What follows belongs to an exercise in optimizing a design on an open flow for small area, a short achievable clock period and few clock cycles; a production flow would make more cautious choices.
Where RTL was checked, it was by simulation tests only, not by an equivalence proof against the original.
For run 1, only the layout was checked, not whether the RTL still works.

<file path="flow/design.v">
`default_nettype none
package dw_quant_pkg;
    typedef logic signed [7:0]  data_t;    
    typedef logic signed [31:0] acc_t;
    typedef logic signed [15:0] mul_t;
    typedef logic        [5:0]  shift_t;
    typedef logic [71:0] kernel_t;    
    typedef struct packed {
        acc_t   bias;
        mul_t   mul;
        shift_t shift;
        data_t  relu_min;
        data_t  relu_max;
    } quant_t;
    typedef struct packed {
        logic  valid;
        logic  last;     
        data_t data;
    } tap_t;
    typedef struct packed {
        logic  valid;
        data_t data;
    } res_t;
endpackage
`default_nettype wire
`default_nettype none
package conv_geom_pkg;
    typedef logic        [15:0] dim_t;
    typedef logic signed [16:0] coord_t;   
    typedef logic        [31:0] addr_t;
    typedef struct packed {
        dim_t                in_img_h;
        dim_t                in_img_w;
        coord_t              tile_in_row;
        coord_t              tile_in_col;
        dim_t                tile_out_h;
        dim_t                tile_out_w;
        dim_t                channels;
        dim_t                stride;
        logic signed [7:0]    pad_value;
        addr_t               in_base;
        addr_t               buf_base;
    } tile_cfg_t;
    typedef struct packed {
        logic  en;
        addr_t addr;
    } mem_rd_req_t;
    typedef struct packed {
        logic                en;
        addr_t               addr;
        logic signed [7:0]   data;
    } buf_wr_t;
endpackage
`default_nettype wire
`timescale 1ns/1ps
`default_nettype none
module dw_tile_top (
    input  wire         clk,
    input  wire         rst_n,
    input  wire         start_i,
    output logic        busy_o,
    output logic        done_o,
    input  wire  [15:0] cfg_in_img_h_i,
    input  wire  [15:0] cfg_in_img_w_i,
    input  wire  [16:0] cfg_tile_in_row_i,
    input  wire  [16:0] cfg_tile_in_col_i,
    input  wire  [15:0] cfg_tile_out_h_i,
    input  wire  [15:0] cfg_tile_out_w_i,
    input  wire  [15:0] cfg_channels_i,
    input  wire  [15:0] cfg_stride_i,
    input  wire  [7:0]  cfg_pad_value_i,
    input  wire  [31:0] cfg_in_base_i,
    input  wire  [31:0] cfg_buf_base_i,
    output logic        in_rd_en_o,
    output logic [31:0] in_rd_addr_o,
    input  wire  [7:0]  in_rd_data_i,
    output logic        buf_wr_en_o,
    output logic [31:0] buf_wr_addr_o,
    output logic [7:0]  buf_wr_data_o,
    input  wire  [71:0] kernel_i,
    input  wire  [31:0] q_bias_i,
    input  wire  [15:0] q_mul_i,
    input  wire  [5:0]  q_shift_i,
    input  wire  [7:0]  q_relu_min_i,
    input  wire  [7:0]  q_relu_max_i,
    output logic [15:0] ch_idx_o
);
    logic start_acc;
    assign start_acc = start_i && !busy_o;
    logic [15:0] h_q, hm1_q, w_q, oh_q, ow_q, cm1_q, cs_q;
    logic [16:0] h2_q;           
    logic [16:0] r0_q, x0_q, bst_q;
    logic [1:0]  sm_q;           
    logic [7:0]  pad_q;
    logic        x0in_q, r0in_q, r0dn_q, hm1nz_q;
    logic        ohh2_q, ohlb_q;     
    logic        cf_s3;
    logic [15:0] cf_hm1;
    assign cf_s3  = (cfg_stride_i >= 16'd3);
    assign cf_hm1 = cfg_in_img_h_i - 16'd1;
    always_ff @(posedge clk) begin
        if (start_acc) begin
            h_q     <= cfg_in_img_h_i;
            hm1_q   <= cf_hm1;
            h2_q    <= {1'b0, cfg_in_img_h_i} - 17'd2;
            hm1nz_q <= (cf_hm1 != 16'd0);
            w_q     <= cfg_in_img_w_i;
            oh_q    <= cfg_tile_out_h_i;
            ow_q    <= cfg_tile_out_w_i;
            cm1_q   <= cfg_channels_i - 16'd1;
            cs_q    <= cf_s3 ? cfg_stride_i - 16'd2 : 16'd1;
            sm_q    <= cf_s3 ? 2'd3 : cfg_stride_i[1:0];
            bst_q   <= cf_s3 ? {1'b0, cfg_stride_i} : {cfg_stride_i, 1'b0};
            r0_q    <= cfg_tile_in_row_i;
            x0_q    <= cfg_tile_in_col_i;
            pad_q   <= cfg_pad_value_i;
            x0in_q  <= !cfg_tile_in_col_i[16] && (cfg_tile_in_col_i[15:0] < cfg_in_img_w_i);
            r0in_q  <= !cfg_tile_in_row_i[16] && (cfg_tile_in_row_i[15:0] <= cf_hm1);
            r0dn_q  <= (cfg_tile_in_row_i[15:0] < cf_hm1);
            ohh2_q  <= !cf_s3 && (cfg_tile_out_h_i >= 16'd2);
            ohlb_q  <= (cfg_tile_out_h_i <= ((!cf_s3 && (cfg_tile_out_h_i >= 16'd2)) ? 16'd2 : 16'd1));
        end
    end
    logic        run_q;          
    logic        wdone_q;        
    logic        w_t_q;          
    logic        q_t_q;          
    logic        ch_inc_q;       
    logic [1:0]  chs_q;          
    logic        cool_q;         
    logic [1:0]  mop_q;          
    logic [2:0]  mcnt_q;         
    logic [3:0]  m_dq;           
    logic [31:0] macc_q;
    logic [31:0] chan_q;         
    logic [31:0] band_q;         
    logic [31:0] rdp_q;          
    logic [31:0] bs_q;           
    logic [31:0] hw_q;           
    logic        bs_ok, hw_ok, m_fin0;
    logic [15:0] m_a_n;
    logic [1:0]  mop_n;
    logic [2:0]  mcnt_n;
    always_comb begin
        mop_n  = mop_q;
        mcnt_n = mcnt_q;
        if (mop_q != 2'd3) begin
            mcnt_n = mcnt_q + 3'd1;
            if (mcnt_q == 3'd4) begin
                mcnt_n = 3'd0;
                case (mop_q)
                    2'd0:    mop_n = (sm_q == 2'd3) ? 2'd1 : 2'd2;
                    2'd1:    mop_n = 2'd2;
                    default: mop_n = 2'd3;
                endcase
            end
        end
        case (mop_n)
            2'd0:    m_a_n = r0_q[15:0];
            2'd1:    m_a_n = bst_q[15:0];
            default: m_a_n = h_q;
        endcase
    end
    assign bs_ok  = mop_q[1];
    assign hw_ok  = (mop_q == 2'd3);
    assign m_fin0 = (mop_q == 2'd0) && (mcnt_q == 3'd4);
    logic [16:0] top_q;          
    logic [16:0] rc_q;           
    logic [16:0] xc_q;           
    logic [16:0] rem_q;          
    logic [15:0] rrem_q;         
    logic [2:0]  step_q;         
    logic [2:0]  fstep_q;        
    logic [2:0]  lstep_q;        
    logic        dir_q;          
    logic        bempty_q;       
    logic [1:0]  kx_q;           
    logic        oxg1_q, oxg2_q;
    logic        colf_q;         
    logic        colin_q, rcin_q, rcdn_q;
    logic        kwrap_q, lastcol_q, cpl_q, has2_q, lastband_q;
    logic [2:0]  sv_q;
    logic [1:0]  sc_q;           
    logic        rowok, seek, rd, cont, colend, stall, adv;
    logic [15:0] rdec;
    logic [31:0] row_sum, oth_a, oth_b, oth_sum;
    logic [16:0] rc_pm, xc_sum, top_sum;
    logic [15:0] rr_sub;
    always_comb begin
        rowok  = colin_q && !bempty_q;
        seek   = rowok && rc_q[16];
        rd     = rowok && rcin_q;
        cont   = dir_q ? (step_q != fstep_q) : ((step_q != lstep_q) && rcdn_q);
        colend = !seek && !(rd && cont);
        stall = colend && ((cpl_q && (cool_q || (q_t_q != w_t_q))) ||
                           (lastcol_q && (!bs_ok || (lastband_q && !hw_ok))));
        adv   = run_q && !wdone_q && !stall;
        row_sum = rdp_q + ({16'd0, w_q} ^ {32{dir_q}}) + {31'd0, dir_q};
        if (m_fin0) begin
            oth_a = chan_q;
            oth_b = macc_q;
        end else if (lastcol_q) begin
            oth_a = lastband_q ? chan_q : band_q;
            oth_b = lastband_q ? hw_q : bs_q;
        end else begin
            oth_a = rdp_q;
            oth_b = kwrap_q ? {16'd0, cs_q} : 32'd1;
        end
        oth_sum = oth_a + oth_b;
        rc_pm   = dir_q ? rc_q - 17'd1 : rc_q + 17'd1;
        xc_sum  = xc_q + (kwrap_q ? {1'b0, cs_q} : 17'd1);
        top_sum = top_q + bst_q;
        rdec    = has2_q ? 16'd2 : 16'd1;
        rr_sub  = rrem_q - rdec;
    end
    assign in_rd_en_o   = run_q && !wdone_q && rd;
    assign in_rd_addr_o = rdp_q;
    logic        k_wrap_n, k_last_n, k_cpl_n;
    logic [2:0]  k_sv_n;
    logic [1:0]  kx_n;
    logic        oxg1_n, oxg2_n;
    logic        r_ge0, r_gem1, r_gem2, r_eqdl;    
    logic [16:0] mdl;                              
    always_comb begin
        case (sm_q)
            2'd1:    mdl = 17'h1FFFE;
            2'd2:    mdl = 17'h1FFFF;
            default: mdl = 17'h00000;
        endcase
        if (!kwrap_q) begin
            kx_n   = kx_q + 2'd1;
            oxg1_n = oxg1_q;
            oxg2_n = oxg2_q;
            r_ge0  = !rem_q[16];
            r_gem1 = !rem_q[16] || (rem_q == 17'h1FFFF);
            r_gem2 = !rem_q[16] || (rem_q == 17'h1FFFF) || (rem_q == 17'h1FFFE);
            r_eqdl = (rem_q == mdl);
        end else begin
            kx_n   = 2'd0;
            oxg1_n = 1'b1;
            oxg2_n = oxg1_q;
            r_ge0  = !rem_q[16] && (rem_q != 17'd0);
            r_gem1 = !rem_q[16];
            r_gem2 = !rem_q[16] || (rem_q == 17'h1FFFF);
            r_eqdl = (rem_q == mdl + 17'd1);
        end
        k_sv_n   = {oxg2_n && r_gem2, oxg1_n && r_gem1, r_ge0};
        k_wrap_n = ({1'b0, kx_n} + 3'd1 == {1'b0, sm_q});
        k_last_n = r_eqdl && (kx_n == ((sm_q == 2'd3) ? 2'd2 : 2'd0));
        case (sm_q)
            2'd1:    k_cpl_n = k_sv_n[2];
            2'd2:    k_cpl_n = k_sv_n[1] && (kx_n == 2'd0);
            default: k_cpl_n = k_sv_n[0] && (kx_n == 2'd2);
        endcase
    end
    logic b_has2_n, b_last_n;
    always_comb begin
        b_has2_n = (sm_q != 2'd3) && (rr_sub >= 16'd2);
        b_last_n = (rr_sub <= (b_has2_n ? 16'd2 : 16'd1));
    end
    logic        c1_rd, c1_sh, c1_cpl, c1_h2, c1_be;
    logic [2:0]  c1_step, c1_sv;
    logic [1:0]  c1_kx;
    logic        c2_sh, c2_cpl, c2_h2, c2_be;
    logic signed [8:0] dq;
    logic [5:0][7:0]   w2;
    logic [5:0][19:0]  acc_q;
    logic        c3_cpl, c3_h2, c3_be;
    logic        h_v0, h_be, h_p2;
    logic [19:0] h_s0;
    logic        r0_v, r0_row1, r0_be, r0_p2;
    logic [31:0] r0_a;
    logic        r1_v, r1_row1, r1_be, r1_p2;
    logic [31:0] r1_a;
    logic [39:0] r1_lo;
    logic        r2_v, r2_row1, r2_be, r2_p2;
    logic [47:0] r2_p;
    logic        r3_v, r3_row1, r3_be, r3_p2;
    logic [7:0]  r3_lo8;
    logic        r3_fits, r3_neg;
    logic [31:0] wp_q;           
    logic [31:0] q_init;
    logic [15:0] q_mul;
    logic [5:0]  q_shift;
    logic [7:0]  q_rmin, q_rmax;
    logic signed [9:0]  sw1_q [3];
    logic signed [11:0] sw_q;
    logic signed [19:0] psw_q;
    logic pipe_empty, qload, last_out;
    assign pipe_empty = !c1_cpl && !c2_cpl && !c3_cpl && !h_v0 && !r0_v && !r1_v && !r2_v && !r3_v;
    assign qload      = busy_o && (q_t_q != w_t_q) && !ch_inc_q && (chs_q == 2'd3) && pipe_empty;
    assign last_out   = wdone_q && r3_v && !r2_v && !r1_v && !r0_v && !h_v0 &&
                        !c1_cpl && !c2_cpl && !c3_cpl;
    always_ff @(posedge clk or negedge rst_n) begin
        if (!rst_n) begin
            busy_o    <= 1'b0;
            done_o    <= 1'b0;
            run_q     <= 1'b0;
            wdone_q   <= 1'b0;
            w_t_q     <= 1'b0;
            q_t_q     <= 1'b0;
            ch_inc_q  <= 1'b0;
            chs_q     <= 2'd0;
            cool_q    <= 1'b0;
            mop_q     <= 2'd3;
            mcnt_q    <= 3'd0;
            ch_idx_o  <= 16'd0;
            c1_rd     <= 1'b0;
            c1_cpl    <= 1'b0;
            c1_sh     <= 1'b0;
            c2_cpl    <= 1'b0;
            c2_sh     <= 1'b0;
            c3_cpl    <= 1'b0;
            h_v0      <= 1'b0;
            r0_v      <= 1'b0;
            r1_v      <= 1'b0;
            r2_v      <= 1'b0;
            r3_v      <= 1'b0;
            buf_wr_en_o <= 1'b0;
        end else begin
            done_o    <= 1'b0;
            ch_inc_q  <= 1'b0;
            if (chs_q != 2'd3) chs_q <= chs_q + 2'd1;
            if (ch_inc_q) begin
                ch_idx_o <= ch_idx_o + 16'd1;
                chs_q    <= 2'd0;
            end
            cool_q    <= 1'b0;
            c1_rd     <= adv && rd;
            c1_cpl    <= adv && colend && cpl_q;
            c1_sh     <= adv && colf_q && (kx_q == 2'd0);
            c2_cpl    <= c1_cpl;
            c2_sh     <= c1_sh;
            c3_cpl    <= c2_cpl;
            r1_v      <= r0_v;
            r2_v      <= r1_v;
            r3_v      <= r2_v;
            buf_wr_en_o <= r3_v;
            if (qload) q_t_q <= w_t_q;
            r0_v <= c3_cpl || h_v0;
            if (c3_cpl) h_v0 <= c3_h2;
            else        h_v0 <= 1'b0;
            mop_q  <= mop_n;
            mcnt_q <= mcnt_n;
            if (m_fin0) run_q <= 1'b1;
            if (start_acc) begin
                busy_o   <= 1'b1;
                run_q    <= 1'b0;
                wdone_q  <= 1'b0;
                w_t_q    <= ~w_t_q;
                ch_idx_o <= 16'd0;
                chs_q    <= 2'd0;
                mop_q    <= 2'd0;
                mcnt_q   <= 3'd0;
            end else begin
                if (last_out) begin
                    busy_o <= 1'b0;
                    done_o <= 1'b1;
                    run_q  <= 1'b0;
                end
                if (adv) begin
                    if (colend && cpl_q && has2_q) cool_q <= 1'b1;
                    if (colend && lastcol_q && lastband_q) begin
                        if (ch_idx_o == cm1_q) begin
                            wdone_q <= 1'b1;
                        end else begin
                            w_t_q    <= ~w_t_q;
                            ch_inc_q <= 1'b1;
                        end
                    end
                end
            end
        end
    end
    always_ff @(posedge clk) begin
        m_dq <= start_acc ? cfg_tile_in_row_i[15:12] : m_a_n[4*(3 - mcnt_n[1:0]) +: 4];
        if (mcnt_q != 3'd4) begin
            macc_q <= ((mcnt_q == 3'd0) ? 32'd0 : {macc_q[27:0], 4'd0}) + w_q * m_dq;
        end
        if (start_acc) begin
            chan_q   <= cfg_in_base_i + {{15{cfg_tile_in_col_i[16]}}, cfg_tile_in_col_i} -
                        (cfg_tile_in_row_i[16] ? {cfg_in_img_w_i, 16'd0} : 32'd0);
            bs_q     <= (cfg_stride_i == 16'd1) ? {15'd0, cfg_in_img_w_i, 1'b0} :
                        (cfg_stride_i == 16'd2) ? {14'd0, cfg_in_img_w_i, 2'b0} : 32'd0;
            top_q    <= cfg_tile_in_row_i;
            rc_q     <= cfg_tile_in_row_i;
            xc_q     <= cfg_tile_in_col_i;
            rem_q    <= {1'b0, cfg_tile_out_w_i} - 17'd1;
            rrem_q   <= cfg_tile_out_h_i;
            step_q   <= 3'd0;
            fstep_q  <= 3'd0;
            dir_q    <= 1'b0;
            bempty_q <= 1'b0;
            kx_q     <= 2'd0;
            oxg1_q   <= 1'b0;
            oxg2_q   <= 1'b0;
            colf_q   <= 1'b1;
            colin_q  <= !cfg_tile_in_col_i[16] && (cfg_tile_in_col_i[15:0] < cfg_in_img_w_i);
            rcin_q   <= !cfg_tile_in_row_i[16] && (cfg_tile_in_row_i[15:0] <= cf_hm1);
            rcdn_q   <= (cfg_tile_in_row_i[15:0] < cf_hm1);
            kwrap_q  <= (cfg_stride_i == 16'd1);
            lastcol_q <= 1'b0;
            cpl_q    <= 1'b0;
            sv_q     <= 3'b001;
            sc_q     <= cf_s3 ? 2'd0 : (cfg_stride_i == 16'd2) ? 2'd1 : 2'd2;
            has2_q   <= !cf_s3 && (cfg_tile_out_h_i >= 16'd2);
            lastband_q <= (cfg_tile_out_h_i <= ((!cf_s3 && (cfg_tile_out_h_i >= 16'd2)) ? 16'd2 : 16'd1));
            lstep_q  <= (!cf_s3 && (cfg_tile_out_h_i >= 16'd2)) ? {1'b0, cfg_stride_i[1:0]} + 3'd2 : 3'd2;
        end else begin
            if (mcnt_q == 3'd4) begin
                case (mop_q)
                    2'd1:    bs_q <= macc_q;
                    2'd2:    hw_q <= macc_q;
                    default: ;
                endcase
            end
            if (m_fin0) begin
                chan_q <= oth_sum;
                band_q <= oth_sum;
                rdp_q  <= oth_sum;
            end
            if (adv) begin
                colf_q <= 1'b0;
                if (seek) begin
                    if (step_q != lstep_q) begin
                        step_q  <= step_q + 3'd1;
                        fstep_q <= step_q + 3'd1;
                        rc_q    <= rc_pm;
                        rdp_q   <= row_sum;
                        rcin_q  <= (rc_q == 17'h1FFFF);
                        rcdn_q  <= hm1nz_q;
                    end else begin
                        bempty_q <= 1'b1;
                    end
                end else if (rd && cont) begin
                    step_q <= dir_q ? step_q - 3'd1 : step_q + 3'd1;
                    rc_q   <= rc_pm;
                    rdp_q  <= row_sum;
                    rcin_q <= dir_q ? 1'b1 : rcdn_q;
                    rcdn_q <= dir_q ? 1'b1 : ($signed({1'b0, rc_q[15:0]}) < $signed(h2_q));
                end else begin
                    colf_q <= 1'b1;
                    rdp_q  <= oth_sum;
                    if (rd) dir_q <= ~dir_q;
                    if (lastcol_q) begin
                        xc_q      <= x0_q;
                        colin_q   <= x0in_q;
                        kx_q      <= 2'd0;
                        rem_q     <= {1'b0, ow_q} - 17'd1;
                        oxg1_q    <= 1'b0;
                        oxg2_q    <= 1'b0;
                        kwrap_q   <= (sm_q == 2'd1);
                        lastcol_q <= 1'b0;
                        cpl_q     <= 1'b0;
                        sv_q      <= 3'b001;
                        step_q    <= 3'd0;
                        fstep_q   <= 3'd0;
                        dir_q     <= 1'b0;
                        bempty_q  <= 1'b0;
                        band_q    <= oth_sum;
                        if (lastband_q) begin
                            chan_q     <= oth_sum;
                            rrem_q     <= oh_q;
                            has2_q     <= ohh2_q;
                            lastband_q <= ohlb_q;
                            lstep_q    <= ohh2_q ? {1'b0, sm_q} + 3'd2 : 3'd2;
                            top_q      <= r0_q;
                            rc_q       <= r0_q;
                            rcin_q     <= r0in_q;
                            rcdn_q     <= r0dn_q;
                        end else begin
                            rrem_q     <= rr_sub;
                            has2_q     <= b_has2_n;
                            lastband_q <= b_last_n;
                            lstep_q    <= b_has2_n ? {1'b0, sm_q} + 3'd2 : 3'd2;
                            top_q      <= top_sum;
                            rc_q       <= top_sum;
                            rcin_q     <= !top_sum[16] && (top_sum[15:0] <= hm1_q);
                            rcdn_q     <= (top_sum[15:0] < hm1_q);
                        end
                    end else begin
                        xc_q      <= xc_sum;
                        colin_q   <= !xc_sum[16] && (xc_sum[15:0] < w_q);
                        kx_q      <= kx_n;
                        oxg1_q    <= oxg1_n;
                        oxg2_q    <= oxg2_n;
                        if (kwrap_q) rem_q <= rem_q - 17'd1;
                        kwrap_q   <= k_wrap_n;
                        lastcol_q <= k_last_n;
                        cpl_q     <= k_cpl_n;
                        sv_q      <= k_sv_n;
                    end
                end
            end
        end
    end
    always_ff @(posedge clk) begin
        c1_h2   <= has2_q;
        c1_be   <= lastcol_q;
        c1_step <= step_q;
        c1_sv   <= sv_q;
        c1_kx   <= kx_q;
    end
    logic [5:0]       l_en;
    logic [5:0][3:0]  l_idx;
    logic [2:0][3:0]  kxs;
    logic [2:0]       ky1;
    always_comb begin
        ky1 = c1_step - {1'b0, sm_q};
        for (int s = 0; s < 3; s++) begin
            kxs[s]     = {2'd0, c1_kx} + 4'(s) * {2'd0, sm_q};
            l_en[s]    = c1_rd && c1_sv[s] && (kxs[s] <= 4'd2) && (c1_step <= 3'd2);
            l_idx[s]   = {1'b0, c1_step} * 4'd3 + kxs[s];
            l_en[3+s]  = c1_rd && c1_sv[s] && (kxs[s] <= 4'd2) && c1_h2 && (c1_step >= {1'b0, sm_q});
            l_idx[3+s] = {1'b0, ky1} * 4'd3 + kxs[s];
        end
    end
    always_ff @(posedge clk) begin
        c2_h2  <= c1_h2;
        c2_be  <= c1_be;
        c3_h2  <= c2_h2;
        c3_be  <= c2_be;
        dq     <= $signed({in_rd_data_i[7], in_rd_data_i}) - $signed({pad_q[7], pad_q});
        for (int l = 0; l < 6; l++) begin
            w2[l] <= l_en[l] ? kernel_i[8*l_idx[l] +: 8] : 8'd0;
        end
    end
    logic [5:0][19:0] mbase;
    always_comb begin
        for (int l = 0; l < 6; l++) begin
            if (!c2_sh)                mbase[l] = acc_q[l];
            else if (l == 0 || l == 3) mbase[l] = 20'd0;
            else                       mbase[l] = acc_q[l-1];
        end
    end
    always_ff @(posedge clk) begin
        for (int l = 0; l < 6; l++) begin
            acc_q[l] <= $signed(mbase[l]) + dq * $signed(w2[l]);
        end
    end
    always_ff @(posedge clk) begin
        for (int g = 0; g < 3; g++) begin
            sw1_q[g] <= $signed(kernel_i[24*g +: 8]) + $signed(kernel_i[24*g+8 +: 8]) +
                        $signed(kernel_i[24*g+16 +: 8]);
        end
        sw_q  <= sw1_q[0] + sw1_q[1] + sw1_q[2];
        psw_q <= $signed(pad_q) * sw_q;
        if (qload) begin
            q_init  <= q_bias_i + {{12{psw_q[19]}}, psw_q};
            q_mul   <= q_mul_i;
            q_shift <= q_shift_i;
            q_rmin  <= q_relu_min_i;
            q_rmax  <= q_relu_max_i;
        end
    end
    logic [19:0]        s_in;
    logic signed [39:0] m_lo;
    logic signed [47:0] m_hi;
    always_comb begin
        if (c3_cpl) s_in = c3_h2 ? acc_q[3 + sc_q] : acc_q[sc_q];
        else        s_in = h_s0;
        m_lo = $signed(r0_a) * $signed({1'b0, q_mul[7:0]});
        m_hi = $signed({r1_a, 8'd0}) * $signed(q_mul[15:8]) + $signed(r1_lo);
    end
    always_ff @(posedge clk) begin
        if (c3_cpl) begin
            h_s0 <= acc_q[sc_q];
            h_be <= c3_be;
            h_p2 <= c3_h2;
        end
        r0_row1 <= c3_cpl && c3_h2;
        r0_be   <= c3_cpl ? (!c3_h2 && c3_be) : h_be;
        r0_p2   <= c3_cpl ? c3_h2 : h_p2;
        r0_a    <= {{12{s_in[19]}}, s_in} + q_init;
        r1_row1 <= r0_row1;
        r1_be   <= r0_be;
        r1_p2   <= r0_p2;
        r1_a    <= r0_a;
        r1_lo   <= m_lo;
        r2_row1 <= r1_row1;
        r2_be   <= r1_be;
        r2_p2   <= r1_p2;
        r2_p    <= m_hi;
    end
    logic signed [47:0] sh;
    logic [47:0]        zb, mask;
    logic [6:0]         fpos;
    logic               gt, lt;
    logic [7:0]         res;
    logic [31:0]        wp_b, wp_sum;
    always_comb begin
        sh   = $signed(r2_p) >>> q_shift;
        zb   = r2_p ^ {48{r2_p[47]}};
        fpos = {1'b0, q_shift} + 7'd7;
        mask = ~48'd0 << fpos;
        gt   = r3_fits ? ($signed(r3_lo8) > $signed(q_rmax)) : !r3_neg;
        lt   = r3_fits ? ($signed(r3_lo8) < $signed(q_rmin)) : r3_neg;
        res  = gt ? q_rmax : (lt ? q_rmin : r3_lo8);
        wp_b = r3_row1 ? {16'd0, ow_q} :
               ((r3_be && r3_p2) ? {16'd0, ow_q} + 32'd1 : 32'd1);
        wp_sum = wp_q + wp_b;
    end
    always_ff @(posedge clk) begin
        r3_row1 <= r2_row1;
        r3_be   <= r2_be;
        r3_p2   <= r2_p2;
        r3_lo8  <= sh[7:0];
        r3_fits <= ((zb & mask) == 48'd0);
        r3_neg  <= r2_p[47];
        if (start_acc) begin
            wp_q <= cfg_buf_base_i;
        end else if (r3_v && !r3_row1) begin
            wp_q <= wp_sum;
        end
        buf_wr_data_o <= res;
        buf_wr_addr_o <= r3_row1 ? wp_sum : wp_q;
    end
endmodule
`default_nettype wire
</file>
<file path="flow/run.sh">
#!/bin/bash
# synth_recipe.tcl (not shown) runs the flow's synth.tcl, then flattens the netlist and writes it again
# the make line also repeats each setting of config.mk as NAME=value (left out here)
make -C /OpenROAD-flow-scripts/flow DESIGN_CONFIG=/design/flow/config.mk WORK_HOME=/design/flow/orfs CLKGATE_MAP_FILE= SYNTH_SCRIPT=/design/flow/synth_recipe.tcl finish
</file>
<file path="flow/config.mk">
export PLATFORM = sky130hd
export DESIGN_NAME = dw_tile_top
export DESIGN_NICKNAME = dw_tile_top
export VERILOG_FILES = /design/flow/design.v
export SDC_FILE = /design/flow/constraint.sdc
export NUM_CORES = 4
export LEC_CHECK = 0
export CAP_MARGIN = 20
export CORE_MARGIN = 2
export CORE_UTILIZATION = 40
export SLEW_MARGIN = 20
</file>
<file path="flow/constraint.sdc">
create_clock -name core_clock -period 14.0 [get_ports {clk}]
set_input_delay 2.8000 -clock core_clock [delete_from_list [all_inputs] [get_ports {clk}]]
set_output_delay 2.8000 -clock core_clock [all_outputs]
set_load 0.01 [all_outputs]
</file>
==> flow_metrics.tcl, run 1 <==
set metrics [dict create \
    outcome "no timing/DRC/antenna violations" \
    cts_root_buf "clkbuf_16" \
    final_area_um2 125000 \
    rows 193 \
    worstPathRequired_ns 14.71 \
    worst_pin_slew_ns 1.14 \
    grt_setup_unrepaired "false" \
    htreeDepth 4 \
    syn_nets 14000 \
    finalHoldViolations 0 \
    ys_seq_area_frac 0.258 \
    cpPeakStageDelay_ns 0.80 \
    synth_cells 11600 \
    crit_arrival_ns 9.08 \
    crit_family "compound AO/OA/AOI/OAI gates" \
    clkTransAtPathRegs_ns 0.06 \
    dp_hpwl_um 268000 \
    clk_latency_ns 0.86 \
    die_h_um 532 \
    ys_warn_count 2 \
    wire_per_inst_um 21.6 \
    antenna_found_initial 40 \
    grt_pass1_vias 87400 \
    via_per_inst 5.41 \
    slew_headroom 0.241 \
    syn2layout_area_growth_pct 12.2 \
    period_minus_slack_ns 8.38 \
    layout_common_cells "inv_1, fa_1, nand2_1" \
    dpl_worst_slack_ns 5.53 \
    tns_ns 0 \
    synth_cell_types 101 \
    crit_path_start_kind "flop" \
    crit_top_cell "fa_1" \
    avgSynthCellArea_um2 9.64 \
    grt_usage 0.236 \
    cts_tree "done" \
    fin_worst_skew_ns 0.0757 \
    numCtsBuffers 149 \
    setup.worst_path.class "reg2reg" \
    gp_congestion 0.966 \
    ys.flop_type "edfxtp_1" \
    dp_cells 15400 \
    grt-ovfl-total 0 \
    placed_area_um2 120000 \
    worst-path-max-fanout 27 \
    die_x_um 532 \
    final.period_utilization 0.598 \
    grt_pass1_wl_um 521000 \
    cts_sinks 1137 \
    report.final.slew_viol_count 0 \
    ant_nets 0 \
    fin_util 0.452 \
    nNetsFinal 14300 \
    crit_buf_inv 4 \
    die_area_um2 283000 \
    hold_class "reg2reg" \
    cp_slowest_cell "clkinv_1" \
    final_common_cell "inv_1" \
    synth_edf_count 574 \
    portBuffers 446 \
    fin_cells 15700 \
    drive_gt1_frac 0.0512 \
    holdBufCountCts 0 \
    layout_setup_ws_ns 5.62 \
    dr.pass1.iters 6 \
    drv_cap 0 \
    cts_resized 0 \
    clockBufferDepth 4 \
    drc 0 \
    synth_seq_cells 1137 \
    initial_utilization 0.403 \
    max_freq_mhz 119 \
    setup_viol 0 \
    pin_count 447 \
    cp-end-kind "flop" \
    cts_setup_buffers 0 \
    grt_max_degree 158 \
    drt_iter0_drc 6112 \
    syn_area_um2 111000 \
    async_reset_ff_frac 0.0378 \
    core_area_um2 277000 \
    drt-total-wl_um 340000 \
    num_vias 84900 \
    holdWs_ns 0.319 \
]
logic make-up after synthesis:
logic type | after synthesis | share of synthesized area
other cells | 1 | 0.0000337
mux | 453 | 0.0550
flops | 1137 | 0.258
simple gates | 3109 | 0.137
buf+inv | 2074 | 0.0700
compound gates | 1969 | 0.112
fa+ha+maj | 2102 | 0.313
xor+xnor | 714 | 0.0562
per-layer routing:
metal	global-route usage	wire, um
met5	0	48
met4	0.0967	15200
met3	0.0292	19600
met2	0.390	159000
met1	0.314	146000
state kept, by name (all words and copies together), names as in the netlist, 20 cells and up:
register	count
r1_lo	40
macc_q	32
hw_q	32
buf_wr_addr_o	32
w2	48
band_q	32
psw_q	20
r1_a	32
q_init	32
bs_q	32
h_s0	20
wp_q	32
chan_q	32
sw1_q	30
r2_p	48
r0_a	32
rdp_q	32
acc_q	120
final timing paths:
check / slack [ns] / depth (start not counted) / endpoint / startpoint
worst max register to register: 5.62 / 29 / r2_p[47] / q_mul[15]
worst min register to register: 0.32 / 0 / c3_be / c2_be
max in group asynchronous: 11.52 / 1 / c2_sh / rst_n
worst min-delay path: 0.32 / 0 / c3_be / c2_be
min in group asynchronous: 1.94 / 1 / ch_idx_o[12] / rst_n
worst max-delay path: 5.62 / 29 / r2_p[47] / q_mul[15]
final cells by class:
| type | count | area, um^2 |
|---|---|---|
| clock inverters | 72 | 902 |
| well taps | 3705 | 4640 |
| clock buffers | 197 | 4180 |
| multi-input cells | 8348 | 75000 |
| flip-flops and latches | 1137 | 28700 |
| diodes | 36 | 90.1 |
| repair buffers | 546 | 5260 |
| inverters | 1662 | 6250 |
| fillers | 26300 | 152000 |
Yosys cell counts, drive strengths merged, types with 268 or more instances:
cell,n,area [um^2]
and2,697,4360
dfxtp,520,10400
xnor2,455,3990
ha,965,12100
fa,1137,22800
mux2i,268,2680
clkbuf,351,1320
o21ai,409,2050
edfxtp,574,17200
nand2,1051,3950
nor2,562,2110
inv,1659,6230
a21oi,617,3100
==> run 2: changes to the inputs <==
--- a/flow/design.v
+++ b/flow/design.v
@@ -88,22 +88,19 @@
     logic start_acc;
     assign start_acc = start_i && !busy_o;
     logic [15:0] h_q, hm1_q, w_q, oh_q, ow_q, cm1_q, cs_q;
-    logic [16:0] h2_q;           
     logic [16:0] r0_q, x0_q, bst_q;
     logic [1:0]  sm_q;           
     logic [7:0]  pad_q;
-    logic        x0in_q, r0in_q, r0dn_q, hm1nz_q;
+    logic        x0in_q, r0in_q, r0dn_q;
     logic        ohh2_q, ohlb_q;     
     logic        cf_s3;
     logic [15:0] cf_hm1;
     assign cf_s3  = (cfg_stride_i >= 16'd3);
     assign cf_hm1 = cfg_in_img_h_i - 16'd1;
     always_ff @(posedge clk) begin
-        if (start_acc) begin
+        if (!busy_o) begin
             h_q     <= cfg_in_img_h_i;
             hm1_q   <= cf_hm1;
-            h2_q    <= {1'b0, cfg_in_img_h_i} - 17'd2;
-            hm1nz_q <= (cf_hm1 != 16'd0);
             w_q     <= cfg_in_img_w_i;
             oh_q    <= cfg_tile_out_h_i;
             ow_q    <= cfg_tile_out_w_i;
@@ -261,25 +258,26 @@
     logic        c1_rd, c1_sh, c1_cpl, c1_h2, c1_be;
     logic [2:0]  c1_step, c1_sv;
     logic [1:0]  c1_kx;
-    logic        c2_sh, c2_cpl, c2_h2, c2_be;
+    logic        c2_cpl, c2_h2, c2_be;
     logic signed [8:0] dq;
     logic [5:0][7:0]   w2;
     logic [5:0][19:0]  acc_q;
-    logic        c3_cpl, c3_h2, c3_be;
+    logic        c3_cpl, c3_h2;
     logic        h_v0, h_be, h_p2;
-    logic [19:0] h_s0;
-    logic        r0_v, r0_row1, r0_be, r0_p2;
-    logic [31:0] r0_a;
-    logic        r1_v, r1_row1, r1_be, r1_p2;
-    logic [31:0] r1_a;
-    logic [39:0] r1_lo;
-    logic        r2_v, r2_row1, r2_be, r2_p2;
-    logic [47:0] r2_p;
+    logic [19:0] h_s0, h_s1;
+    logic        r0_v, r0_row1, r0_be, r0_p2, r0_ihm;
+    logic [20:0] r0_x;           
+    logic [1:0]  r0_c, r0_k;     
+    logic        r1_v, r1_row1, r1_be, r1_p2, r1_ihm;
+    logic [36:0] r1_lo;          
+    logic [27:0] r1_hi;          
     logic        r3_v, r3_row1, r3_be, r3_p2;
     logic [7:0]  r3_lo8;
     logic        r3_fits, r3_neg;
-    logic [31:0] wp_q;           
-    logic [31:0] q_init;
+    logic        lb_q;           
+    logic [19:0] q_il;           
+    logic [27:0] q_ihm;          
+    logic        q_ihmax, q_ihmin;
     logic [15:0] q_mul;
     logic [5:0]  q_shift;
     logic [7:0]  q_rmin, q_rmax;
@@ -287,9 +285,10 @@
     logic signed [11:0] sw_q;
     logic signed [19:0] psw_q;
     logic pipe_empty, qload, last_out;
-    assign pipe_empty = !c1_cpl && !c2_cpl && !c3_cpl && !h_v0 && !r0_v && !r1_v && !r2_v && !r3_v;
+    assign pipe_empty = !c1_cpl && !c2_cpl && !c3_cpl && !h_v0 && !r0_v && !r1_v && !r3_v &&
+                        !r0_ihm && !r1_ihm;
     assign qload      = busy_o && (q_t_q != w_t_q) && !ch_inc_q && (chs_q == 2'd3) && pipe_empty;
-    assign last_out   = wdone_q && r3_v && !r2_v && !r1_v && !r0_v && !h_v0 &&
+    assign last_out   = wdone_q && r3_v && !r1_v && !r0_v && !h_v0 &&
                         !c1_cpl && !c2_cpl && !c3_cpl;
     always_ff @(posedge clk or negedge rst_n) begin
         if (!rst_n) begin
@@ -309,13 +308,13 @@
             c1_cpl    <= 1'b0;
             c1_sh     <= 1'b0;
             c2_cpl    <= 1'b0;
-            c2_sh     <= 1'b0;
             c3_cpl    <= 1'b0;
             h_v0      <= 1'b0;
             r0_v      <= 1'b0;
             r1_v      <= 1'b0;
-            r2_v      <= 1'b0;
             r3_v      <= 1'b0;
+            r0_ihm    <= 1'b0;
+            r1_ihm    <= 1'b0;
             buf_wr_en_o <= 1'b0;
         end else begin
             done_o    <= 1'b0;
@@ -330,13 +329,13 @@
             c1_cpl    <= adv && colend && cpl_q;
             c1_sh     <= adv && colf_q && (kx_q == 2'd0);
             c2_cpl    <= c1_cpl;
-            c2_sh     <= c1_sh;
             c3_cpl    <= c2_cpl;
             r1_v      <= r0_v;
-            r2_v      <= r1_v;
-            r3_v      <= r2_v;
+            r3_v      <= r1_v;
             buf_wr_en_o <= r3_v;
-            if (qload) q_t_q <= w_t_q;
+            r0_ihm <= qload;
+            r1_ihm <= r0_ihm;
+            if (r1_ihm) q_t_q <= w_t_q;
             r0_v <= c3_cpl || h_v0;
             if (c3_cpl) h_v0 <= c3_h2;
             else        h_v0 <= 1'b0;
@@ -373,11 +372,11 @@
         end
     end
     always_ff @(posedge clk) begin
-        m_dq <= start_acc ? cfg_tile_in_row_i[15:12] : m_a_n[4*(3 - mcnt_n[1:0]) +: 4];
+        m_dq <= !busy_o ? cfg_tile_in_row_i[15:12] : m_a_n[4*(3 - mcnt_n[1:0]) +: 4];
         if (mcnt_q != 3'd4) begin
             macc_q <= ((mcnt_q == 3'd0) ? 32'd0 : {macc_q[27:0], 4'd0}) + w_q * m_dq;
         end
-        if (start_acc) begin
+        if (!busy_o) begin
             chan_q   <= cfg_in_base_i + {{15{cfg_tile_in_col_i[16]}}, cfg_tile_in_col_i} -
                         (cfg_tile_in_row_i[16] ? {cfg_in_img_w_i, 16'd0} : 32'd0);
             bs_q     <= (cfg_stride_i == 16'd1) ? {15'd0, cfg_in_img_w_i, 1'b0} :
@@ -428,7 +427,7 @@
                         rc_q    <= rc_pm;
                         rdp_q   <= row_sum;
                         rcin_q  <= (rc_q == 17'h1FFFF);
-                        rcdn_q  <= hm1nz_q;
+                        rcdn_q  <= (rc_pm[15:0] < hm1_q);
                     end else begin
                         bempty_q <= 1'b1;
                     end
@@ -437,7 +436,7 @@
                     rc_q   <= rc_pm;
                     rdp_q  <= row_sum;
                     rcin_q <= dir_q ? 1'b1 : rcdn_q;
-                    rcdn_q <= dir_q ? 1'b1 : ($signed({1'b0, rc_q[15:0]}) < $signed(h2_q));
+                    rcdn_q <= dir_q ? 1'b1 : (rc_pm[15:0] < hm1_q);
                 end else begin
                     colf_q <= 1'b1;
                     rdp_q  <= oth_sum;
@@ -519,25 +518,32 @@
         c2_h2  <= c1_h2;
         c2_be  <= c1_be;
         c3_h2  <= c2_h2;
-        c3_be  <= c2_be;
         dq     <= $signed({in_rd_data_i[7], in_rd_data_i}) - $signed({pad_q[7], pad_q});
         for (int l = 0; l < 6; l++) begin
             w2[l] <= l_en[l] ? kernel_i[8*l_idx[l] +: 8] : 8'd0;
         end
     end
-    logic [5:0][19:0] mbase;
+    logic [5:0][19:0] acc_n;
     always_comb begin
         for (int l = 0; l < 6; l++) begin
-            if (!c2_sh)                mbase[l] = acc_q[l];
-            else if (l == 0 || l == 3) mbase[l] = 20'd0;
-            else                       mbase[l] = acc_q[l-1];
+            acc_n[l] = $signed(acc_q[l]) + dq * $signed(w2[l]);
         end
     end
     always_ff @(posedge clk) begin
         for (int l = 0; l < 6; l++) begin
-            acc_q[l] <= $signed(mbase[l]) + dq * $signed(w2[l]);
+            if (!c1_sh)                acc_q[l] <= acc_n[l];
+            else if (l == 0 || l == 3) acc_q[l] <= 20'd0;
+            else                       acc_q[l] <= acc_n[l-1];
+        end
+        if (c2_cpl) begin
+            h_s0 <= acc_n[sc_q];
+            h_s1 <= acc_n[3 + sc_q];
+            h_be <= c2_be;
+            h_p2 <= c2_h2;
         end
     end
+    logic [31:0] qinit;
+    assign qinit = q_bias_i + {{12{psw_q[19]}}, psw_q};
     always_ff @(posedge clk) begin
         for (int g = 0; g < 3; g++) begin
             sw1_q[g] <= $signed(kernel_i[24*g +: 8]) + $signed(kernel_i[24*g+8 +: 8]) +
@@ -546,7 +552,9 @@
         sw_q  <= sw1_q[0] + sw1_q[1] + sw1_q[2];
         psw_q <= $signed(pad_q) * sw_q;
         if (qload) begin
-            q_init  <= q_bias_i + {{12{psw_q[19]}}, psw_q};
+            q_il    <= qinit[19:0];
+            q_ihmax <= (qinit[31:20] == 12'h7FF);
+            q_ihmin <= (qinit[31:20] == 12'h800);
             q_mul   <= q_mul_i;
             q_shift <= q_shift_i;
             q_rmin  <= q_relu_min_i;
@@ -554,33 +562,34 @@
         end
     end
     logic [19:0]        s_in;
-    logic signed [39:0] m_lo;
-    logic signed [47:0] m_hi;
+    logic signed [21:0] t_al;
+    logic [1:0]         t_k;
+    logic signed [36:0] m_lo;
+    logic signed [27:0] m_hi;
+    logic [47:0]        p48;
     always_comb begin
-        if (c3_cpl) s_in = c3_h2 ? acc_q[3 + sc_q] : acc_q[sc_q];
-        else        s_in = h_s0;
-        m_lo = $signed(r0_a) * $signed({1'b0, q_mul[7:0]});
-        m_hi = $signed({r1_a, 8'd0}) * $signed(q_mul[15:8]) + $signed(r1_lo);
+        s_in = (c3_cpl && c3_h2) ? h_s1 : h_s0;
+        t_al = $signed({2'b00, q_il}) + $signed({{2{s_in[19]}}, s_in});
+        t_k  = (t_al[21:20] == 2'b01 && q_ihmax) ? 2'b01 :
+               (t_al[21:20] == 2'b11 && q_ihmin) ? 2'b11 : 2'b00;
+        m_lo = $signed(r0_x) * $signed(q_mul);
+        m_hi = $signed(q_ihm) + $signed(r0_c) * $signed(q_mul) -
+               ($signed(r0_k) * $signed(q_mul) <<< 12);
+        p48  = {{11{r1_lo[36]}}, r1_lo} + {r1_hi, 20'd0};
     end
     always_ff @(posedge clk) begin
-        if (c3_cpl) begin
-            h_s0 <= acc_q[sc_q];
-            h_be <= c3_be;
-            h_p2 <= c3_h2;
-        end
         r0_row1 <= c3_cpl && c3_h2;
-        r0_be   <= c3_cpl ? (!c3_h2 && c3_be) : h_be;
-        r0_p2   <= c3_cpl ? c3_h2 : h_p2;
-        r0_a    <= {{12{s_in[19]}}, s_in} + q_init;
+        r0_be   <= (c3_cpl && c3_h2) ? 1'b0 : h_be;
+        r0_p2   <= h_p2;
+        r0_x    <= qload ? {{9{qinit[31]}}, qinit[31:20]} : {1'b0, t_al[19:0]};
+        r0_c    <= t_al[21:20];
+        r0_k    <= t_k;
         r1_row1 <= r0_row1;
         r1_be   <= r0_be;
         r1_p2   <= r0_p2;
-        r1_a    <= r0_a;
         r1_lo   <= m_lo;
-        r2_row1 <= r1_row1;
-        r2_be   <= r1_be;
-        r2_p2   <= r1_p2;
-        r2_p    <= m_hi;
+        r1_hi   <= m_hi;
+        if (r1_ihm) q_ihm <= r1_lo[27:0];
     end
     logic signed [47:0] sh;
     logic [47:0]        zb, mask;
@@ -589,31 +598,33 @@
     logic [7:0]         res;
     logic [31:0]        wp_b, wp_sum;
     always_comb begin
-        sh   = $signed(r2_p) >>> q_shift;
-        zb   = r2_p ^ {48{r2_p[47]}};
+        sh   = $signed(p48) >>> q_shift;
+        zb   = p48 ^ {48{p48[47]}};
         fpos = {1'b0, q_shift} + 7'd7;
         mask = ~48'd0 << fpos;
         gt   = r3_fits ? ($signed(r3_lo8) > $signed(q_rmax)) : !r3_neg;
         lt   = r3_fits ? ($signed(r3_lo8) < $signed(q_rmin)) : r3_neg;
         res  = gt ? q_rmax : (lt ? q_rmin : r3_lo8);
-        wp_b = r3_row1 ? {16'd0, ow_q} :
-               ((r3_be && r3_p2) ? {16'd0, ow_q} + 32'd1 : 32'd1);
-        wp_sum = wp_q + wp_b;
+        if (r3_row1)    wp_b = lb_q ? {15'd0, ow_q, 1'b0} : {16'd0, ow_q};
+        else if (r3_p2) wp_b = {16'hFFFF, ~ow_q};
+        else            wp_b = lb_q ? {16'd0, ow_q} : 32'd0;
+        wp_sum = buf_wr_addr_o + wp_b + 32'd1;
     end
     always_ff @(posedge clk) begin
-        r3_row1 <= r2_row1;
-        r3_be   <= r2_be;
-        r3_p2   <= r2_p2;
+        r3_row1 <= r1_row1;
+        r3_be   <= r1_be;
+        r3_p2   <= r1_p2;
         r3_lo8  <= sh[7:0];
         r3_fits <= ((zb & mask) == 48'd0);
-        r3_neg  <= r2_p[47];
-        if (start_acc) begin
-            wp_q <= cfg_buf_base_i;
-        end else if (r3_v && !r3_row1) begin
-            wp_q <= wp_sum;
-        end
+        r3_neg  <= p48[47];
         buf_wr_data_o <= res;
-        buf_wr_addr_o <= r3_row1 ? wp_sum : wp_q;
+        if (!busy_o) begin
+            buf_wr_addr_o <= cfg_buf_base_i - 32'd1;
+            lb_q          <= 1'b0;
+        end else if (r3_v) begin
+            buf_wr_addr_o <= wp_sum;
+            lb_q          <= !r3_row1 && r3_p2 && r3_be;
+        end
     end
 endmodule
 `default_nettype wire
==> flow_metrics.tcl, run 2 <==
set metrics [dict create \
    synth_edf_count 595 \
    syn_area_um2 109000 \
    dp_hpwl_um 269000 \
    final.period_utilization 0.552 \
    slew_headroom 0.251 \
    cts_root_buf "clkbuf_16" \
    synth_cell_types 92 \
    antenna_found_initial 44 \
    worst_pin_slew_ns 1.12 \
    ys_warn_count 2 \
    die_h_um 525 \
    hold_class "reg2reg" \
    cp_slowest_cell "edfxtp_1" \
    period_minus_slack_ns 7.72 \
    clk_latency_ns 0.85 \
    ant_nets 0 \
    cpPeakStageDelay_ns 1.04 \
    worst-path-max-fanout 25 \
    fin_worst_skew_ns 0.0957 \
    drive_gt1_frac 0.0521 \
    cts_resized 0 \
    num_vias 84400 \
    layout_common_cells "inv_1, fa_1, nand2_1" \
    outcome "no timing/DRC/antenna violations" \
    ys.flop_type "edfxtp_1" \
    whs_path_depth 0 \
    die_area_um2 275000 \
    fill_cells 25500 \
    grt_max_degree 109 \
    report.final.slew_viol_count 0 \
    grt_setup_unrepaired "false" \
    synth_most_common_cell "inv_1" \
    cts_tree "done" \
    crit_start "q_mul[1]" \
    die_x_um 525 \
    worstPathRequired_ns 14.61 \
    drc 0 \
    portBuffers 446 \
    avgSynthCellArea_um2 9.55 \
    grt_pass1_vias 88300 \
    max_freq_mhz 129 \
    largest_reg_flops 120 \
    rrSetupSlack_ns 6.28 \
    crit_path_start_kind "flop" \
    synth_seq_cells 1062 \
    wire_per_inst_um 22.4 \
    via_per_inst 5.49 \
    initial_utilization 0.402 \
    drt-total-wl_um 344000 \
    top_register "acc_q" \
    grt-ovfl-total 0 \
    gp_congestion 0.947 \
    timing.rr.end "r1_lo[36]" \
    ys_seq_area_frac 0.253 \
    async_reset_ff_frac 0.0405 \
    r2r-start "q_mul[1]" \
    htreeDepth 4 \
    setup.worst_path.class "reg2reg" \
    cts_setup_buffers 0 \
    drv_cap 0 \
    synthTopCellsByArea "fa_1, edfxtp_1, ha_1" \
    crit_top_cell "fa_1" \
    setup_viol 0 \
    clockBufferDepth 4 \
    synth_cells 11400 \
    dr.pass1.iters 6 \
    cp-end-kind "flop" \
    pin_count 447 \
    clkTransAtPathRegs_ns 0.06 \
    holdBufCountCts 0 \
    tns_ns 0 \
    nNetsFinal 14100 \
    r2r.worst_path.cells 20 \
    final_common_cell "inv_1" \
    finalHoldViolations 0 \
    numCtsBuffers 144 \
    synth_top_area_frac 0.206 \
    hold_end "c2_be" \
    grt_usage 0.247 \
    min_from "c1_be" \
    syn2layout_area_growth_pct 12.1 \
    yosys.area.top_type "fa_1" \
    crit_arrival_ns 8.34 \
    rows 191 \
    core_area_um2 270000 \
    syn_nets 13800 \
    reg.largest.list "acc_q: 120 flops, w2: 48 flops, r1_lo: 37 flops" \
    worstPathCellList "nand2_1 -> fa_1 -> inv_1 -> fa_1 -> fa_1 -> inv_1 -> fa_1 -> inv_1 -> fa_1 -> fa_1 -> ha_1 -> a221oi_1 -> a211oi_1 -> o221ai_1 -> o21ai_0 -> nor4_1 -> o211ai_1 -> a31o_2 -> a21oi_1 -> xnor2_1" \
    cts_sinks 1062 \
    grt_pass1_wl_um 530000 \
    synthTopCellsByCount "inv_1, fa_1, nand2_1" \
    drt_iter0_drc 6401 \
]
[run 2: changes by cell type after synthesis, sizes merged, moves of 21 or more]
cell / delta
mux2: +43
edfxtp: +21
o31ai: +39
nand2b: +55
nor2: +38
nand2: +25
mux4: -27
dfxtp: -96
mux2i: -45
and2: -193
o21ai: -40
xnor2: -26
a31oi: +21
[run 2: per-stage QoR]
| step | instance area, um^2 | std cells | utilization | setup WS [ns] | hold slack (ns) |
|---|---|---|---|---|---|
| after floorplan | 109000 | 11400 | - | 5.59 | 0.310 |
| after global placement | 117000 | 15100 | 0.432 | 6.45 | 0.311 |
| after detailed placement | 117000 | 15100 | 0.432 | 6.51 | 0.312 |
| after CTS | 121000 | 15300 | 0.449 | 6.40 | 0.325 |
| after global routing | 122000 | 15400 | 0.450 | 5.90 | 0.329 |
| final | 122000 | 15400 | 0.450 | 6.28 | 0.324 |
[run 2: cell families (layout without fill, tap and decap cells)]
logic type | count (synthesis) | after routing | share of synthesized area
fa+ha+maj | 2065 | 2065 | 0.315
compound gates | 2012 | 2012 | 0.118
buf+inv | 2086 | 2480 | 0.0723
xor+xnor | 693 | 693 | 0.0560
mux | 424 | 424 | 0.0512
other cells | 1 | 34 | 0.0000346
flops | 1062 | 1062 | 0.253
simple gates | 3021 | 3021 | 0.134
[run 2: layer usage]
metal	share of wire	up-vias	global-route usage
li1	-	38700	-
met1	0.41	42100	0.318
met2	0.48	2922	0.412
met3	0.063	642	0.0356
met4	0.047	6	0.110
met5	0.00012	-	0
[run 2: how the worst max path moves through the flow]
stage | to | slack (ns) | depth (start not counted)
2_1_floorplan | bst_q[0] | 5.59 | 6
3_3_place_gp | r1_lo[36] | 6.45 | 24
3_5_place_dp | r1_lo[36] | 6.51 | 20
4_1_cts | r1_lo[36] | 6.40 | 20
5_1_grt | r1_lo[35] | 5.90 | 21
6_report | r1_lo[36] | 6.28 | 20
[run 2: critical path, delay by kind of cell (launching register included)]
kind,cells,cell delay [ns]
AOI/OAI and AO/OA,7,1.99
xor gates and xnor gates,1,0.09
adders and majority gates,7,3.42
buffers and inverters,3,0.16
DFF,1,1.04
and+or+nand+nor,2,0.83
[run 2: area by class of cell]
cell class | count | area, um^2 | share of cell area
antenna | 33 | 82.6 | 0.000679
clock buffer | 203 | 4180 | 0.0344
clock inverter | 50 | 474 | 0.00390
inverter | 1670 | 6280 | 0.0516
multi-input combinational | 8216 | 73300 | 0.603
sequential | 1062 | 27500 | 0.226
tap | 3570 | 4470 | 0.0367
timing repair buffer | 557 | 5360 | 0.0441
Testbench counts of run 2, summed over its fixed seeds: cycles 63,728.

==> what the ideal ports hide <==
The results above use ideal ports. As a check the final layouts listed here were re-extracted and re-timed, cells and wires unchanged. Step 1 (the two cells are an assumption about what drives the block):
set clk [get_ports {clk}]
set_driving_cell -lib_cell sky130_fd_sc_hd__clkbuf_16 $clk
set_driving_cell -lib_cell sky130_fd_sc_hd__buf_2 [delete_from_list [all_inputs] $clk]
Step 2, shift: input delay + t, output delay - t, t = (earliest + latest rising clock arrival at the registers) / 2. This alone moves slack from input paths to output paths. Slacks: ideal / step 1 / step 2; pairs: ideal / step 1.
run | t, ns | setup slack, ns | pins driven straight from the clock port
run 1 | 0.921 | 5.623 / 5.623 / 5.623 | 1
run 2 | 0.909 | 6.277 / 6.277 / 6.277 | 1
After both steps setup and hold are still met in every run listed.
